What follows belongs to an exercise in optimizing a design on an open flow for small area, a short achievable clock period and few clock cycles per item; a production flow would make more cautious choices.
Function was checked by simulation only, so behaviour that the tests miss may differ from the original.

build 60:
## sw_top
module sw_top #(
    parameter int NUM_REF   = 64,
    parameter int NUM_QUERY = 32
)
(
    input  logic                             clk,
    input  logic                             reset,
    input  logic                             valid_i,
    input  logic [1:0]                       data_ref_i,
    input  logic [1:0]                       data_query_i,
    output logic                             finish_o,
    output logic signed [7:0]                max_o,
    output logic [$clog2(NUM_REF + 1)-1:0]   pos_ref_o,
    output logic [$clog2(NUM_QUERY + 1)-1:0] pos_query_o
);
For scale: ~29 I/O pins.
export LEC_CHECK = 0
export CAP_MARGIN = 20
export CORE_MARGIN = 2
export CORE_UTILIZATION = 60
export CTS_BUF_LIST = sky130_fd_sc_hd__clkbuf_16
export CTS_CLUSTER_DIAMETER = 90
export CTS_CLUSTER_SIZE = 28
export SLEW_MARGIN = 20
create_clock -name core_clock -period 55.0 [get_ports {clk}]
standard.sh (not shown) runs the stock make flow with config.mk's settings and CLKGATE_MAP_FILE= SYNTH_SCRIPT=/design/flow/synth_recipe.tcl, a recipe that flattens the netlist after the stock synthesis.
==> flow/flow/run.sh <==
#!/bin/bash
# Layout flow: the standard flow (standard.sh) with these changes:
#  - the registers that drive output ports get the x4 drive strength of
#    their cell (same cell type and name), see upsize_out.py;
#  - the port buffers are sky130_fd_sc_hd__buf_2.
# Registers, their names and cell types are those of the standard synthesis.
# Each tool's output goes to a log file in the work folder.
set -euo pipefail
W=$(pwd)
SCR=$W/orfs_scripts
rm -rf "$SCR"
mkdir -p "$SCR"
cp -r "$FLOW_HOME/scripts/." "$SCR/"
cp "$W/flow/abc_area.script" "$SCR/abc_area.script"

KNOBS=(SCRIPTS_DIR="$SCR" ABC_AREA=1 ADDER_MAP_FILE= SYNTH_OPERATIONS_ARGS=-nofsm
       "BUFFER_PORTS_ARGS=-buffer_cell sky130_fd_sc_hd__buf_2")

bash standard.sh "${KNOBS[@]}" synth > "$W/synth.log" 2>&1
NET=$W/orfs/results/$FLOW_PLATFORM/sw_top/base/1_2_yosys.v
python3 "$W/flow/upsize_out.py" "$NET" > "$W/upsize.log" 2>&1
bash standard.sh "${KNOBS[@]}" finish > "$W/layout.log" 2>&1
==> flow/flow/abc_area.script <==
strash
&get -n
&st
&deepsyn -T 300
&dch -f
&nf -R 1000
&put
topo
==> flow/flow/upsize_out.py <==
#!/usr/bin/env python3
"""Give the flip-flops that drive the output ports (the result registers and
finish_o) the x4 drive strength of their cell type, in the synthesised
netlist. Names and cell types stay as they are."""
import re, sys

path = sys.argv[1]
src = open(path).read()
pat = re.compile(r"sky130_fd_sc_hd__(dfxtp|dfrtp)_1(\s+\\u_(?:tracker\.(?:max_o|pos_ref_o|pos_query_o)|ctrl\.finish_o)[\[$])")
src, n = pat.subn(r"sky130_fd_sc_hd__\1_4\2", src)
print(f"upsized {n} output registers")
open(path, "w").write(src)
Testbench counts of build 60, summed over its fixed seeds: cycles 30,720, items 320.
diff inputs: build 60 => build 1
--- a/flow/flow/run.sh
+++ b/flow/flow/run.sh
@@ -4,3 +4,3 @@
 #    their cell (same cell type and name), see upsize_out.py;
-#  - the port buffers are sky130_fd_sc_hd__buf_2.
+#  - the port buffers are sky130_fd_sc_hd__buf_4.
 # Registers, their names and cell types are those of the standard synthesis.
@@ -16,3 +16,3 @@
 KNOBS=(SCRIPTS_DIR="$SCR" ABC_AREA=1 ADDER_MAP_FILE= SYNTH_OPERATIONS_ARGS=-nofsm
-       "BUFFER_PORTS_ARGS=-buffer_cell sky130_fd_sc_hd__buf_2")
+       "BUFFER_PORTS_ARGS=-buffer_cell sky130_fd_sc_hd__buf_4")
 
--- a/flow/config.mk
+++ b/flow/config.mk
@@ -11,4 +11,4 @@
 export CTS_BUF_LIST = sky130_fd_sc_hd__clkbuf_16
-export CTS_CLUSTER_DIAMETER = 90
-export CTS_CLUSTER_SIZE = 28
+export CTS_CLUSTER_DIAMETER = 80
+export CTS_CLUSTER_SIZE = 24
 export SLEW_MARGIN = 20
- Global-route usage: build 1 and build 60 compared, higher one is build 1
- Fraction of layout cells with a size suffix above 1: build 60 vs build 1 — no meaningful difference
Setup changes, build 1 to build 5
--- a/flow/config.mk
+++ b/flow/config.mk
@@ -9,3 +9,3 @@
 export CORE_MARGIN = 2
-export CORE_UTILIZATION = 60
+export CORE_UTILIZATION = 75
 export CTS_BUF_LIST = sky130_fd_sc_hd__clkbuf_16
### Flow results
Total met2 wirelength after detailed routing | build 5 above build 1. Average wire per standard cell: build 5 and build 1 compared, lower one is build 1. Build 5 ended with more final critical-path required period than build 1. Build 1 → build 5: final cell count fell by 2.5%; data-path buffer share of cell area in the final layout held steady. Build 5 closes out successfully: all stages finished, all timing, DRC and antenna checks passed. Between build 1 and build 5, the multi-input logic area does not differ in any meaningful way.

========
sw_top, a different RTL version from the one above (not shown whole).
For scale: ~520 flip-flops, ~0.035 mm² of cells after synthesis.
clock: 55.0 ns
lec_check: 0
cap_margin: 20
core_margin: 2
core_utilization: 60
cts_buf_list: sky130_fd_sc_hd__clkbuf_16
cts_cluster_diameter: 70
cts_cluster_size: 30
slew_margin: 20
==> flow/flow/run.sh <==
#!/bin/bash
# Layout flow: the standard flow (standard.sh), with an area-oriented
# technology mapping in synthesis and plain buffers on the ports.
#  - arithmetic is left to ABC: no Kogge-Stone carry map and no separate
#    half/full adder extraction;
#  - the port buffers are sky130_fd_sc_hd__buf_4.
# Registers, their names and cell types are those of the standard synthesis.
set -euo pipefail
W=$(pwd)
SCR=$W/orfs_scripts
rm -rf "$SCR"
mkdir -p "$SCR"
cp -r "$FLOW_HOME/scripts/." "$SCR/"
cp "$W/flow/abc_area.script" "$SCR/abc_area.script"

KNOBS=(SCRIPTS_DIR="$SCR" ABC_AREA=1 ADDER_MAP_FILE= SYNTH_OPERATIONS_ARGS=-nofsm
       "BUFFER_PORTS_ARGS=-buffer_cell sky130_fd_sc_hd__buf_4")

bash standard.sh "${KNOBS[@]}" synth > "$W/synth.log" 2>&1
bash standard.sh "${KNOBS[@]}" finish > "$W/layout.log" 2>&1
==> flow/flow/abc_area.script <==
&get -n
&st
&dch -f
&nf -R 1000
&put
topo
The baseline finished clean.
Testbench counts at the start, summed over its fixed seeds: cycles 30,720, items 320.
Then changed:
--- a/flow/config.mk
+++ b/flow/config.mk
@@ -11,4 +11,4 @@
 export CTS_BUF_LIST = sky130_fd_sc_hd__clkbuf_16
-export CTS_CLUSTER_DIAMETER = 70
-export CTS_CLUSTER_SIZE = 30
+export CTS_CLUSTER_DIAMETER = 80
+export CTS_CLUSTER_SIZE = 24
 export SLEW_MARGIN = 20
Global-route usage hardly moves.
Register-to-register slack stays flat.
Synthesized cell count stays the same.
Synthesized area stays the same.
Utilization is lower by 0.14 points.
Die area does not change.
Setup slack improves by 0.0053 ns.
Non-clock buffer count does not change.
Then changed:
--- a/flow/config.mk
+++ b/flow/config.mk
@@ -9,6 +9,3 @@
 export CORE_MARGIN = 2
-export CORE_UTILIZATION = 60
-export CTS_BUF_LIST = sky130_fd_sc_hd__clkbuf_16
-export CTS_CLUSTER_DIAMETER = 80
-export CTS_CLUSTER_SIZE = 24
+export CORE_UTILIZATION = 40
 export SLEW_MARGIN = 20
Outcome: Die area goes up by 49%. Global-route usage goes down by 8.6 points. Cell count goes up by 8.6%. Wire length goes up by 2.4%. Final area goes up by 3.9%.
Then changed:
--- a/flow/config.mk
+++ b/flow/config.mk
@@ -9,3 +9,5 @@
 export CORE_MARGIN = 2
-export CORE_UTILIZATION = 40
+export CORE_UTILIZATION = 60
+export CTS_BUF_LIST = sky130_fd_sc_hd__clkbuf_8
+export CTS_CLUSTER_SIZE = 30
 export SLEW_MARGIN = 20
What happened:
- final area drops slightly
Then changed:
--- a/flow/config.mk
+++ b/flow/config.mk
@@ -10,3 +10,4 @@
 export CORE_UTILIZATION = 60
-export CTS_BUF_LIST = sky130_fd_sc_hd__clkbuf_8
+export CTS_BUF_LIST = sky130_fd_sc_hd__clkbuf_16
+export CTS_CLUSTER_DIAMETER = 100
 export CTS_CLUSTER_SIZE = 30
Effect: Global-route usage is lower by 0.85 points. Setup slack is better by 0.037 ns. Flip-flop and latch count is unchanged. Cell count is lower by 2.4%. Die area is unchanged. Area after synthesis does not change.

========
Setup of job 6660:
sw_top, a different RTL version from the one above (not shown whole).
Size in the first run: about 520 flip-flops, roughly 33000 um2 of cells after synthesis.
Design sw_top, start of the top module:
module sw_top #(
    parameter int NUM_REF   = 64,
    parameter int NUM_QUERY = 32
)
(
    input  logic                             clk,
    input  logic                             reset,
    input  logic                             valid_i,
    input  logic [1:0]                       data_ref_i,
    input  logic [1:0]                       data_query_i,
    output logic                             finish_o,
    output logic signed [7:0]                max_o,
    output logic [$clog2(NUM_REF + 1)-1:0]   pos_ref_o,
    output logic [$clog2(NUM_QUERY + 1)-1:0] pos_query_o
);
    logic                   valid_q;
    logic [1:0]             ref_q;
    logic [1:0]             query_q;
    logic                   clear;
    logic [7*NUM_QUERY-1:0] h_all;
    logic [NUM_QUERY-1:0]   cell_valid;
    logic [6:0]             h_last_next;
    logic                   last_cell;
    sw_ctrl #(
        .NUM_REF   (NUM_REF),
        .NUM_QUERY (NUM_QUERY)
    ) u_ctrl (
        .clk           (clk),
        .reset         (reset),
        .valid_i       (valid_i),
        .data_ref_i    (data_ref_i),
        .data_query_i  (data_query_i),
        .first_valid_i (cell_valid[0]),
        .last_valid_i  (cell_valid[NUM_QUERY-2]),
        .last_prev_i   (cell_valid[NUM_QUERY-3]),
        .valid_o       (valid_q),
        .ref_o         (ref_q),
        .query_o       (query_q),
        .clear_o       (clear),
        .last_cell_o   (last_cell),
        .finish_o      (finish_o)
    );
    sw_array #(
        .NUM_QUERY (NUM_QUERY)
    ) u_array (
        .clk          (clk),
        .reset        (reset),
        .data_query_i (query_q),
        .data_ref_i   (ref_q),
        .ref_valid_i  (valid_q),
        .h_all_o      (h_all),
        .h_last_next_o (h_last_next),
        .cell_valid_o (cell_valid)
    );
    sw_max_tracker #(
        .NUM_REF   (NUM_REF),
        .NUM_QUERY (NUM_QUERY)
    ) u_tracker (
  ...
clock: 55.0 ns
lec_check: 0
cap_margin: 20
core_margin: 2
core_utilization: 75
cts_buf_list: sky130_fd_sc_hd__clkbuf_16
cts_cluster_diameter: 80
cts_cluster_size: 24
slew_margin: 20
==> flow/flow/run.sh <==
#!/bin/bash
# Layout flow: the standard flow (standard.sh) with these changes:
#  - the registers that drive output ports get the x4 drive strength of
#    their cell (same cell type and name), see upsize_out.py;
#  - the port buffers are sky130_fd_sc_hd__buf_4.
# Registers, their names and cell types are those of the standard synthesis.
# Each tool's output goes to a log file in the work folder.
set -euo pipefail
W=$(pwd)
SCR=$W/orfs_scripts
rm -rf "$SCR"
mkdir -p "$SCR"
cp -r "$FLOW_HOME/scripts/." "$SCR/"
cp "$W/flow/abc_area.script" "$SCR/abc_area.script"

KNOBS=(SCRIPTS_DIR="$SCR" ABC_AREA=1 ADDER_MAP_FILE= SYNTH_OPERATIONS_ARGS=-nofsm
       "BUFFER_PORTS_ARGS=-buffer_cell sky130_fd_sc_hd__buf_4")

bash standard.sh "${KNOBS[@]}" synth > "$W/synth.log" 2>&1
NET=$W/orfs/results/$FLOW_PLATFORM/sw_top/base/1_2_yosys.v
python3 "$W/flow/upsize_out.py" "$NET" > "$W/upsize.log" 2>&1
bash standard.sh "${KNOBS[@]}" finish > "$W/layout.log" 2>&1
==> flow/flow/abc_area.script <==
strash
&get -n
&st
&deepsyn -T 300
&dch -f
&nf -R 1000
&put
topo
Scripts as last shown in full above: flow/flow/upsize_out.py
Job 6660 did not stop at any stage, and its layout met the timing, design-rule and antenna checks.
Testbench counts of job 6660, summed over its fixed seeds: cycles 30,720, items 320.
## Diff of input files: job 9433 against job 6660
Settings: swapping 75 for 60 in CORE_UTILIZATION.
### Flow results
From job 6660 to job 9433 the numbers moved as follows: wire length neither gained nor lost much, sequential cell count neither gained nor lost much. Per the final summary, job 9433 finished and its layout is clean on timing, DRC and antenna. Job 9433 against job 6660: non-clock buffer total of the final layout rose by 1, number of fill cells in the layout rose by 57%.

==> port drivers added, routing unchanged <==
In the flow no input, the clock included, has a driving cell. The finished layouts below were timed again as built, in two steps.
Step 1: set_driving_cell puts a clkbuf_16 on clk and a buf_2 on each other input, an assumption about the parent block.
Step 2 times the ports against the registers' clock, not the clock port: input delays grow and output delays shrink by t, the midpoint of the rising clock arrivals with the driver on.
Three values: ideal ports, drivers, drivers and shift; two values: the first two.
run	t (ns)	setup WS [ns]	latest minus earliest clock arrival (ns)	worst register clock-pin slew, ns	cell pins on the clock port's net
build 60	0.683	42.878 / 42.816 / 43.305	0.034 / 0.034	0.11 / 0.11	1
build 1	0.628	42.916 / 42.855 / 43.279	0.029 / 0.028	0.10 / 0.10	1
build 5	0.676	42.868 / 42.809 / 43.260	0.034 / 0.035	0.10 / 0.10	1
the first run of note 2	0.641	42.928 / 42.869 / 43.261	0.033 / 0.033	0.10 / 0.10	1
the second run of note 2	0.638	42.934 / 42.873 / 43.239	0.034 / 0.034	0.09 / 0.09	1
the third run of note 2	0.700	42.757 / 42.690 / 43.334	0.022 / 0.022	0.06 / 0.06	1
the fourth run of note 2	0.733	42.842 / 42.780 / 43.251	0.029 / 0.030	0.07 / 0.07	1
the fifth run of note 2	0.657	42.880 / 42.817 / 43.271	0.030 / 0.029	0.12 / 0.12	1
job 6660	0.687	42.622 / 42.622 / 42.622	0.022 / 0.022	0.10 / 0.10	1
job 9433	0.645	42.916 / 42.852 / 43.194	0.027 / 0.027	0.10 / 0.10	1
After both steps setup and hold are still met in every run listed. Setup slack includes reset recovery checks.
